What follows belongs to an exercise in optimizing a design on an open flow for small area; a production flow would make more cautious choices. In this exercise RTL edits were held to simulation tests only and were not proved equivalent to the original. No activity file was given, so power comes from the tool's default toggle rates.

==> design/flow/design.v <==
`timescale 1ns / 1ps
package tag_pkg;
    localparam int TIME_BITS = 32;
    localparam int IN_BITS = 96;
    localparam int OUT_BITS = 32;
    localparam logic [16:0] GAIN_UP_Q16 = 17'd92682;
    localparam logic [16:0] GAIN_DOWN_Q16 = 17'd46341;
    typedef enum logic [2:0] {
        ACT_BEGIN = 3'd0,
        ACT_ACK   = 3'd1,
        ACT_AUDIO = 3'd2,
        ACT_TICK  = 3'd3,
        ACT_METER = 3'd4
    } action_t;
    typedef enum logic [1:0] {
        OUT_NONE  = 2'd0,
        OUT_TRIP  = 2'd1,
        OUT_RED   = 2'd2,
        OUT_CALIB = 2'd3
    } outcome_t;
    typedef enum logic [3:0] {
        TRIP_NONE      = 4'd0,
        TRIP_FAULT     = 4'd1,
        TRIP_CANCEL    = 4'd2,
        TRIP_METER_TO  = 4'd3,
        TRIP_ALC_PERS  = 4'd4,
        TRIP_CAL_TO    = 4'd5,
        TRIP_NO_AUDIO  = 4'd6,
        TRIP_BAD_METER = 4'd7,
        TRIP_RF        = 4'd8,
        TRIP_COMP      = 4'd9,
        TRIP_ALC_EXC   = 4'd10,
        TRIP_CAL_GAIN  = 4'd11,
        TRIP_ALC_MIN   = 4'd12
    } trip_t;
    typedef enum logic [2:0] {
        REG_MIN_GAIN  = 3'd0,
        REG_CAL_GAIN  = 3'd1,
        REG_MAX_GAIN  = 3'd2,
        REG_REDUCE    = 3'd3,
        REG_STOP      = 3'd4,
        REG_METER_TO  = 3'd5
    } reg_idx_t;
    typedef struct packed {
        logic [2:0]           action;
        logic [TIME_BITS-1:0] now;
        logic                 sid_nz;
        logic                 calibrate;
        logic                 fault;
        logic                 cancel;
        logic                 meter_ok;
        logic [9:0]           alc;
        logic                 comp_nz;
        logic                 rf_nz;
    } event_t;
    typedef struct packed {
        logic       accepted;
        logic [1:0] outcome;
        logic [3:0] trip_code;
        logic [15:0] gain;
        logic       running;
        logic       latched;
        logic       calib;
        logic       close_s;
    } result_t;
    function automatic logic age_ge(input logic [TIME_BITS-1:0] now,
                                    input logic [TIME_BITS-1:0] t,
                                    input logic [TIME_BITS-1:0] k);
        logic [TIME_BITS-1:0] d;
        d = now - t;
        age_ge = (now >= t) && (d >= k);
    endfunction
endpackage
`timescale 1ns / 1ps
module tag_front (
    input  logic                        aclk,
    input  logic                        aresetn,
    input  logic                        s_tvalid,
    output logic                        s_tready,
    input  logic [tag_pkg::IN_BITS-1:0] s_tdata,
    output logic                        q_valid,
    input  logic                        q_ready,
    output tag_pkg::event_t             q_event
);
    logic [51:0]     mem_reg [2];   
    logic            wr_ptr_reg, wr_ptr_next;
    logic            rd_ptr_reg, rd_ptr_next;
    logic [1:0]      cnt_reg, cnt_next;
    tag_pkg::event_t ev;
    logic            push, pop;
    always_comb begin
        ev.action    = s_tdata[2:0];
        ev.now       = s_tdata[34:3];
        ev.sid_nz    = |s_tdata[50:35];
        ev.calibrate = s_tdata[51];
        ev.fault     = s_tdata[52];
        ev.cancel    = s_tdata[53];
        ev.meter_ok  = s_tdata[54];
        ev.alc       = s_tdata[64:55];
        ev.comp_nz   = |s_tdata[74:65];
        ev.rf_nz     = |s_tdata[84:75];
    end
    assign s_tready = (cnt_reg != 2'd2);
    assign q_valid  = (cnt_reg != 2'd0);
    assign q_event  = mem_reg[rd_ptr_reg];
    assign push = s_tvalid && s_tready;
    assign pop  = q_valid && q_ready;
    always_comb begin
        wr_ptr_next = push ? ~wr_ptr_reg : wr_ptr_reg;
        rd_ptr_next = pop ? ~rd_ptr_reg : rd_ptr_reg;
        cnt_next    = cnt_reg + {1'b0, push} - {1'b0, pop};
    end
    always_ff @(posedge aclk) begin
        if (!aresetn) begin
            wr_ptr_reg <= 1'b0;
            rd_ptr_reg <= 1'b0;
            cnt_reg    <= 2'd0;
        end else begin
            wr_ptr_reg <= wr_ptr_next;
            rd_ptr_reg <= rd_ptr_next;
            cnt_reg    <= cnt_next;
        end
    end
    always_ff @(posedge aclk) begin
        if (push) begin
            mem_reg[wr_ptr_reg] <= ev;
        end
    end
endmodule
`timescale 1ns / 1ps
module tag_back (
    input  logic                aclk,
    input  logic                aresetn,
    input  logic                cfg_we,
    input  logic [2:0]          cfg_addr,
    input  logic [15:0]         cfg_wdata,
    input  logic                q_valid,
    output logic                q_ready,
    input  tag_pkg::event_t     q_event,
    output logic                m_tvalid,
    input  logic                m_tready,
    output logic [tag_pkg::OUT_BITS-1:0] m_tdata
);
    localparam int TB = tag_pkg::TIME_BITS;
    localparam int ST_STABLE = 0, ST_FIRST = 1, ST_LAST = 2, ST_HSINCE = 3,
        ST_RED = 4, ST_LHIGH = 5;
    logic [15:0] min_gain_reg, cal_gain_reg, max_gain_reg, tmo_reg;
    logic [9:0]  reduce_reg, stop_reg;
    logic        act_reg, act_next, latch_reg, latch_next, cal_reg, cal_next;
    logic [15:0] gain_reg, gain_next;
    logic [TB-1:0] start_reg, start_next, adj_reg, adj_next, mtime_reg, mtime_next;
    logic [TB-1:0] sv_reg [6];
    logic [TB-1:0] sv_next [6];
    logic [5:0]  sok_reg, sok_next;
    logic [3:0]  hc_reg, hc_next;
    logic        ov_reg;
    tag_pkg::result_t res_reg, res;
    logic [32:0] up_prod, dn_prod;
    logic [16:0] up_g, dn_g;
    assign up_prod = gain_reg * tag_pkg::GAIN_UP_Q16;
    assign dn_prod = gain_reg * tag_pkg::GAIN_DOWN_Q16;
    assign up_g = up_prod[32:16];
    assign dn_g = dn_prod[32:16];
    logic take;
    assign q_ready = !ov_reg || m_tready;
    assign take = q_valid && q_ready;
    always_comb begin
        logic [TB-1:0] now, ref_t, g0;
        logic first_ok, done, tick_trip, trip;
        logic [3:0] code;
        logic [1:0] oc;
        logic [15:0] g;
        now = q_event.now;
        act_next = act_reg; latch_next = latch_reg; cal_next = cal_reg;
        gain_next = gain_reg; start_next = start_reg; adj_next = adj_reg;
        mtime_next = mtime_reg; sok_next = sok_reg; hc_next = hc_reg;
        for (int i = 0; i < 6; i++) sv_next[i] = sv_reg[i];
        res = '0;
        trip = 1'b0; code = tag_pkg::TRIP_NONE; oc = tag_pkg::OUT_NONE;
        done = 1'b0; tick_trip = 1'b0; g = 16'd0; g0 = '0;
        first_ok = sok_reg[ST_FIRST];
        ref_t = sok_reg[ST_LAST] ? sv_reg[ST_LAST] : start_reg;
        if (act_reg) begin
            if (q_event.fault) begin tick_trip = 1'b1; code = tag_pkg::TRIP_FAULT; end
            else if (q_event.cancel) begin tick_trip = 1'b1; code = tag_pkg::TRIP_CANCEL; end
            else if (!tag_pkg::age_ge(now, mtime_reg, {{(TB-16){1'b0}}, tmo_reg}) == 1'b0
                     || now < mtime_reg) begin
                tick_trip = 1'b1; code = tag_pkg::TRIP_METER_TO;
            end else if (hc_reg >= 4'd3 && sok_reg[ST_HSINCE] &&
                         tag_pkg::age_ge(now, sv_reg[ST_HSINCE], TB'(1500))) begin
                tick_trip = 1'b1; code = tag_pkg::TRIP_ALC_PERS;
            end else if (cal_reg && tag_pkg::age_ge(now, start_reg, TB'(15000))) begin
                tick_trip = 1'b1; code = tag_pkg::TRIP_CAL_TO;
            end else if (tag_pkg::age_ge(now, ref_t, TB'(1500))) begin
                tick_trip = 1'b1; code = tag_pkg::TRIP_NO_AUDIO;
            end
        end
        unique case (q_event.action)
            tag_pkg::ACT_BEGIN: begin
                if (!act_reg && !latch_reg && q_event.sid_nz) begin
                    res.accepted = 1'b1;
                    act_next = 1'b1; cal_next = q_event.calibrate;
                    start_next = now; adj_next = now; mtime_next = now;
                    sok_next = '0; hc_next = '0;
                    for (int i = 0; i < 6; i++) sv_next[i] = '0;
                    if (q_event.calibrate) gain_next = cal_gain_reg;
                    else begin
                        g = (gain_reg < max_gain_reg) ? gain_reg : max_gain_reg;
                        gain_next = (g > min_gain_reg) ? g : min_gain_reg;
                    end
                end
            end
            tag_pkg::ACT_ACK: if (!act_reg) latch_next = 1'b0;
            tag_pkg::ACT_AUDIO: begin
                if (act_reg) begin
                    if (!sok_reg[ST_FIRST]) begin
                        sok_next[ST_FIRST] = 1'b1; sv_next[ST_FIRST] = now; adj_next = now;
                    end
                    sok_next[ST_LAST] = 1'b1; sv_next[ST_LAST] = now;
                end
            end
            tag_pkg::ACT_TICK: trip = tick_trip;
            tag_pkg::ACT_METER: begin
                if (act_reg) begin
                    if (!q_event.meter_ok) begin
                        trip = 1'b1; code = tag_pkg::TRIP_BAD_METER;
                    end else if (tick_trip) begin
                        trip = 1'b1;
                    end else begin
                        mtime_next = now;
                        if (cal_reg && q_event.rf_nz) begin
                            trip = 1'b1; code = tag_pkg::TRIP_RF;
                        end else if (q_event.comp_nz) begin
                            trip = 1'b1; code = tag_pkg::TRIP_COMP;
                        end else if (q_event.alc >= stop_reg) begin
                            trip = 1'b1; code = tag_pkg::TRIP_ALC_EXC;
                        end else if (cal_reg && (!first_ok ||
                                !tag_pkg::age_ge(now, sv_reg[ST_FIRST], TB'(600)) ||
                                !tag_pkg::age_ge(now, adj_reg, TB'(600)))) begin
                            sok_next[ST_HSINCE] = 1'b0; sok_next[ST_LHIGH] = 1'b0;
                            hc_next = '0; sok_next[ST_STABLE] = 1'b0;
                        end else if (q_event.alc < reduce_reg) begin
                            sok_next[ST_HSINCE] = 1'b0; sok_next[ST_LHIGH] = 1'b0;
                            hc_next = '0;
                            if (cal_reg) begin
                                if (!sok_reg[ST_LAST] || (now > sv_reg[ST_LAST] &&
                                        (now - sv_reg[ST_LAST]) > TB'(500))) begin
                                    sok_next[ST_STABLE] = 1'b0;
                                end else if (q_event.alc >= 10'd3) begin
                                    g0 = sok_reg[ST_STABLE] ? sv_reg[ST_STABLE] : now;
                                    if (!sok_reg[ST_STABLE]) begin
                                        sok_next[ST_STABLE] = 1'b1; sv_next[ST_STABLE] = now;
                                    end
                                    if (tag_pkg::age_ge(now, g0, TB'(1200)))
                                        oc = tag_pkg::OUT_CALIB;
                                end else begin
                                    sok_next[ST_STABLE] = 1'b0;
                                    if (gain_reg >= max_gain_reg) begin
                                        trip = 1'b1; code = tag_pkg::TRIP_CAL_GAIN;
                                    end else begin
                                        gain_next = (up_g < {1'b0, max_gain_reg}) ?
                                            up_g[15:0] : max_gain_reg;
                                        adj_next = now;
                                    end
                                end
                            end
                        end else begin
                            sok_next[ST_STABLE] = 1'b0;
                            g0 = sok_reg[ST_HSINCE] ? sv_reg[ST_HSINCE] : now;
                            if (!sok_reg[ST_HSINCE]) begin
                                sok_next[ST_HSINCE] = 1'b1; sv_next[ST_HSINCE] = now;
                            end
                            hc_next = hc_reg;
                            if (!sok_reg[ST_LHIGH] ||
                                    tag_pkg::age_ge(now, sv_reg[ST_LHIGH], TB'(200))) begin
                                if (hc_reg < 4'd15) hc_next = hc_reg + 4'd1;
                                sok_next[ST_LHIGH] = 1'b1; sv_next[ST_LHIGH] = now;
                            end
                            if (sok_reg[ST_RED] &&
                                    !tag_pkg::age_ge(now, sv_reg[ST_RED], TB'(400))) begin
                                done = 1'b1;
                            end else if (gain_reg <= min_gain_reg) begin
                                if (hc_next >= 4'd3 && tag_pkg::age_ge(now, g0, TB'(600))) begin
                                    trip = 1'b1; code = tag_pkg::TRIP_ALC_MIN;
                                end
                            end else begin
                                gain_next = (dn_g > {1'b0, min_gain_reg}) ?
                                    dn_g[15:0] : min_gain_reg;
                                adj_next = now;
                                sok_next[ST_RED] = 1'b1; sv_next[ST_RED] = now;
                                oc = tag_pkg::OUT_RED;
                                if (cal_reg) begin
                                    sok_next[ST_HSINCE] = 1'b0; sok_next[ST_LHIGH] = 1'b0;
                                    hc_next = '0;
                                end
                            end
                        end
                    end
                end
            end
            default: ;
        endcase
        if (trip) begin
            act_next = 1'b0; cal_next = 1'b0; latch_next = 1'b1;
            oc = tag_pkg::OUT_TRIP;
            res.trip_code = code; res.close_s = 1'b1;
            gain_next = gain_reg; adj_next = adj_reg; sok_next = sok_reg; hc_next = hc_reg;
            for (int i = 0; i < 6; i++) sv_next[i] = sv_reg[i];
            if (q_event.action == tag_pkg::ACT_METER && q_event.meter_ok && !tick_trip)
                mtime_next = now;
            else mtime_next = mtime_reg;
        end
        res.outcome = oc; res.gain = gain_next; res.running = act_next;
        res.latched = latch_next; res.calib = cal_next;
        if (done) res.outcome = tag_pkg::OUT_NONE;
    end
    always_ff @(posedge aclk) begin
        if (!aresetn) begin
            min_gain_reg <= 16'd16; cal_gain_reg <= 16'd1024; max_gain_reg <= 16'd32768;
            reduce_reg <= 10'd5; stop_reg <= 10'd10; tmo_reg <= 16'd1000;
        end else if (cfg_we) begin
            unique case (cfg_addr)
                tag_pkg::REG_MIN_GAIN: min_gain_reg <= cfg_wdata;
                tag_pkg::REG_CAL_GAIN: cal_gain_reg <= cfg_wdata;
                tag_pkg::REG_MAX_GAIN: max_gain_reg <= cfg_wdata;
                tag_pkg::REG_REDUCE:   reduce_reg <= cfg_wdata[9:0];
                tag_pkg::REG_STOP:     stop_reg <= cfg_wdata[9:0];
                tag_pkg::REG_METER_TO: tmo_reg <= cfg_wdata;
                default: ;
            endcase
        end
    end
    always_ff @(posedge aclk) begin
        if (!aresetn) begin
            act_reg <= 1'b0; latch_reg <= 1'b0; cal_reg <= 1'b0; gain_reg <= '0;
            start_reg <= '0; adj_reg <= '0; mtime_reg <= '0; sok_reg <= '0;
            hc_reg <= '0; ov_reg <= 1'b0;
        end else begin
            if (take) begin
                act_reg <= act_next; latch_reg <= latch_next; cal_reg <= cal_next;
                gain_reg <= gain_next; start_reg <= start_next; adj_reg <= adj_next;
                mtime_reg <= mtime_next; sok_reg <= sok_next; hc_reg <= hc_next;
            end
            if (take) ov_reg <= 1'b1;
            else if (m_tready) ov_reg <= 1'b0;
        end
    end
    always_ff @(posedge aclk) begin
        if (take) begin
            res_reg <= res;
            for (int i = 0; i < 6; i++) sv_reg[i] <= sv_next[i];
        end
    end
    assign m_tvalid = ov_reg;
    assign m_tdata = {5'd0, res_reg.close_s, res_reg.calib, res_reg.latched,
        res_reg.running, res_reg.gain, res_reg.trip_code, res_reg.outcome,
        res_reg.accepted};
endmodule
`timescale 1ns / 1ps
module tx_alc_guard (
    input  logic        aclk,
    input  logic        aresetn,
    input  logic        s_tvalid,
    output logic        s_tready,
    input  logic [95:0] s_tdata,   
    output logic        m_tvalid,
    input  logic        m_tready,
    output logic [31:0] m_tdata,   
    input  logic        cfg_we,
    input  logic [2:0]  cfg_addr,
    input  logic [15:0] cfg_wdata
);
    logic            q_valid, q_ready;
    tag_pkg::event_t q_event;
    tag_front u_front (
        .aclk(aclk), .aresetn(aresetn), .s_tvalid(s_tvalid), .s_tready(s_tready),
        .s_tdata(s_tdata), .q_valid(q_valid), .q_ready(q_ready), .q_event(q_event)
    );
    tag_back u_back (
        .aclk(aclk), .aresetn(aresetn), .cfg_we(cfg_we), .cfg_addr(cfg_addr),
        .cfg_wdata(cfg_wdata), .q_valid(q_valid), .q_ready(q_ready),
        .q_event(q_event), .m_tvalid(m_tvalid), .m_tready(m_tready), .m_tdata(m_tdata)
    );
endmodule
==> design/flow/run.sh <==
#!/bin/bash
# synth_recipe.tcl (not shown) runs the flow's synth.tcl, then flattens the netlist and writes it again
# the make line also repeats each setting of config.mk as NAME=value (left out here)
make -C /OpenROAD-flow-scripts/flow DESIGN_CONFIG=/design/flow/config.mk WORK_HOME=/design/flow/orfs CLKGATE_MAP_FILE= SYNTH_SCRIPT=/design/flow/synth_recipe.tcl finish
==> design/flow/config.mk <==
export PLATFORM = sky130hd
export DESIGN_NAME = tx_alc_guard
export DESIGN_NICKNAME = tx_alc_guard
export VERILOG_FILES = /design/flow/design.v
export SDC_FILE = /design/flow/constraint.sdc
export NUM_CORES = 4
export LEC_CHECK = 0
export CAP_MARGIN = 20
export CORE_MARGIN = 2
export CORE_UTILIZATION = 40
export SLEW_MARGIN = 20
==> design/flow/constraint.sdc <==
create_clock -name core_clock -period 10.0 [get_ports {aclk}]
set_input_delay 2.0000 -clock core_clock [delete_from_list [all_inputs] [get_ports {aclk}]]
set_output_delay 2.0000 -clock core_clock [all_outputs]
set_load 0.01 [all_outputs]
==> summary.txt <==
==> metrics by stage <==
stage | power, mW | area (µm²) | setup slack (ns) | util, %
2_1_floorplan | 9.036 | 49020 | 0.3633 | -
3_3_place_gp | 11.65 | 52370 | 0.9413 | 43.03
3_5_place_dp | 11.69 | 52380 | 1.043 | 43.03
4_1_cts | 14.28 | 54620 | 1.016 | 44.88
6_report | 14.42 | 54640 | 0.9524 | 44.89
5_1_grt | 15.38 | 54630 | 0.3676 | 44.88
==> cell usage after synthesis (all sizes together) (56+ instances only) <==
cell / n
a211oi: 161
a21o: 126
a21oi: 464
clkbuf: 182
dfxtp: 214
edfxtp: 323
ha: 583
inv: 546
mux2i: 191
nand2: 540
nand2b: 59
nand3: 109
nand4: 115
nor2: 518
nor2b: 63
nor3: 102
nor4: 66
o211ai: 67
o21a: 78
o21ai: 335
xnor2: 101
xor2: 56
==> routing by layer <==
| layer | vias to the layer above | global-route usage (%) | part of all wire, % |
|---|---|---|---|
| li1 | 21720 | - | - |
| met1 | 21880 | 37.76 | 45 |
| met2 | 1592 | 42.32 | 44 |
| met3 | 309 | 4.479 | 7.4 |
| met4 | 4 | 9.873 | 3.9 |
| met5 | - | 0 | 0.018 |
==> layout make-up <==
| type | instances | area [µm²] | share of cell area (%) |
|---|---|---|---|
| Antenna cell | 2 | 5.005 | 0.009160 |
| Clock buffer | 81 | 1797 | 3.288 |
| Clock inverter | 43 | 447.9 | 0.8198 |
| Inverter | 547 | 2058 | 3.767 |
| Multi-Input combinational cell | 4546 | 32120 | 58.79 |
| Sequential cell | 537 | 13990 | 25.61 |
| Tap cell | 1625 | 2033 | 3.721 |
| Timing Repair Buffer | 245 | 2186 | 4.001 |
==> power groups by stage <==
stage | registers, mW | clock network [mW] | logic (mW)
after global routing | 2.91 | 2.65 | 9.83
after global placement | 2.92 | 0 | 8.73
final | 2.89 | 2.53 | 9.00
after detailed placement | 2.92 | 0 | 8.77
after floorplan | 2.85 | 0 | 6.18
after CTS | 2.88 | 2.57 | 8.83
==> logic make-up after synthesis <==
family | share of synthesized area (%)
simple gates | 17.61
other cells | 0.007653
compound gates | 23.23
mux | 4.660
buf+inv | 6.103
flops | 28.54
fa+ha+maj | 17.05
xor+xnor | 2.806
==> how the worst min path moves through the flow <==
stage / cells past startpoint / endpoint / slack (ns) / startpoint
finish: 2 / u_back.max_gain_reg[14] / 0.45 / u_back.max_gain_reg[14]
global route: 2 / u_back.stop_reg[9] / 0.47 / u_back.stop_reg[9]
CTS: 2 / u_back.max_gain_reg[7] / 0.46 / u_back.max_gain_reg[7]
detailed placement: 2 / u_back.max_gain_reg[7] / 0.45 / u_back.max_gain_reg[7]
global placement: 2 / u_back.stop_reg[9] / 0.44 / u_back.stop_reg[9]
floorplan: 2 / u_back.max_gain_reg[10] / 0.44 / u_back.max_gain_reg[10]
==> tightest hold or removal path: stages (launching register included) <==
cell and delay (ns):
dfxtp_1 0.31, nand2_1 0.05, a21oi_1 0.05
==> metrics.yaml <==
status: "complete, no violations"
routed_wirelength_um: 174700
drv_slew: 0
worst_path_max_delay_cell: "a311oi_1"
hold_buffers: 0
min_period_ns: 9.048
clkTransAtPathRegs_ns: 0.06
synth_top_area_share_pct: 19.79
synth_flop_cell: "edfxtp_1"
finalCritPeriodShare_pct: 90.48
via_per_inst: 5.967
crit_path_start: "u_back.gain_reg[2]"
max_stage_delay_ns: 0.59
io_pins: 154
peakVddDrop_uv: 152.5
hpwl_um: 133800
htreeDepth: 3
io_buffer_count: 137
grt_max_degree: 70
cts_root_buf: "clkbuf_16"
regToRegEndpoint: "u_back.res_reg[10]"
sw_frac_of_total_pct: 48.58
place_congestion: 0.9611
cp-end-kind: "flip-flop"
synth-edff-count: 323
synth_area_um2: 49000
synthTopCellsByArea: "edfxtp_1, ha_1, dfxtp_1"
path_class: "flip-flop to flip-flop"
net-switching-power_mw: 7.003
vias: 45500
cts_resized: 0
nets: 6701
avgSynthCellArea_um2: 8.372
drt_iter0_drc: 3928
ys_ff_latch: 537
rrSetupSlack_ns: 0.95
core_area_um2: 121700
start_util_pct: 40.26
finalHoldViolations: 0
seq_area_frac_synth_pct: 28.54
slew_headroom_pct: 28.13
ys_warn_count: 4
max_cap_violations: 0
path_depth: 32
reg2regPathDepth: 32
setup-violations-final: 0
syn_inst: 5853
power_density_nw_per_um2: 263.9
grt_pass1_vias: 43230
tns_ns: 0
crit_path_start_kind: "flip-flop"
tightest_slew_ns: 1.077
fmax_mhz: 110.5
worst-path-buf-inv: 2
power_frac_comb_pct: 62.4
overflow: 0
crit_fanout: 28
ys_async_sr_fraction_pct: 0
clock_skew_ns: 0.04267
hp-class: "flip-flop to flip-flop"
leakage_nw: 21.80
die-area_um2: 125300
cts_setup_buffers: 0
intPower_mw: 7.414
final_cells: 7626
syn2layout_area_growth_pct: 11.50
timing.rr.start: "u_back.gain_reg[2]"
drc: 0
grt_pass1_wl_um: 263700
die_y_um: 354.0
largest_reg_flops: 192
final_common_cell: "ha_1"
required_ns: 10.51
dr.pass1.iters: 7
clock_latency_ns: 0.66
numCtsBuffers: 68
pwr-share-seq_pct: 20.0
holdWs_ns: 0.4546
grt.total_usage_pct: 27.16
cts_tree: "built"
ys_types: 103
clockBufferDepth: 3
drive_above_1_share_pct: 5.668
rsz0062_at_grt: "no"
n_fill_cell: 12160
rows: 128
dp_cells: 7499
power.share.clock_pct: 17.5
ant_nets: 0
routedWlPerCell_um: 22.91
critPathTopFamily: "adder cells"
antenna_found_initial: 5
clock_sinks: 537
layout_common_cells: "ha_1, inv_1, nand2_1, nor2_1, a21oi_1"
cpMostUsedCell: "fa_1"
synth.largest_area_cell: "edfxtp_1"
crit_end: "u_back.res_reg[10]"
die_x_um: 354.0
crit_arrival_ns: 9.55

separate check: timing with driven ports:
In the flow no input, the clock included, has a driving cell. The finished layout below was timed again as built, in two steps.
Step 1 assumes that a clkbuf_16 drives the clock port and a buf_2 every other input.
Step 2 moves the port delays by t, midway between the first and last clock arrival at a register: inputs arrive t later, outputs are due t later. That takes back most of the time a late clock gives input paths.
a / b / c = ideal ports / drivers / drivers and shift; a / b = the first two.
t (ns): 0.709
setup slack, ns: 0.952 / 0.952 / 0.952
slew at the worst register clock pin (ns): 0.07 / 0.07
After both steps this run still meets setup and hold. The setup slack of this run moves by 0.000 ns with the drivers and by 0.000 ns with both steps.
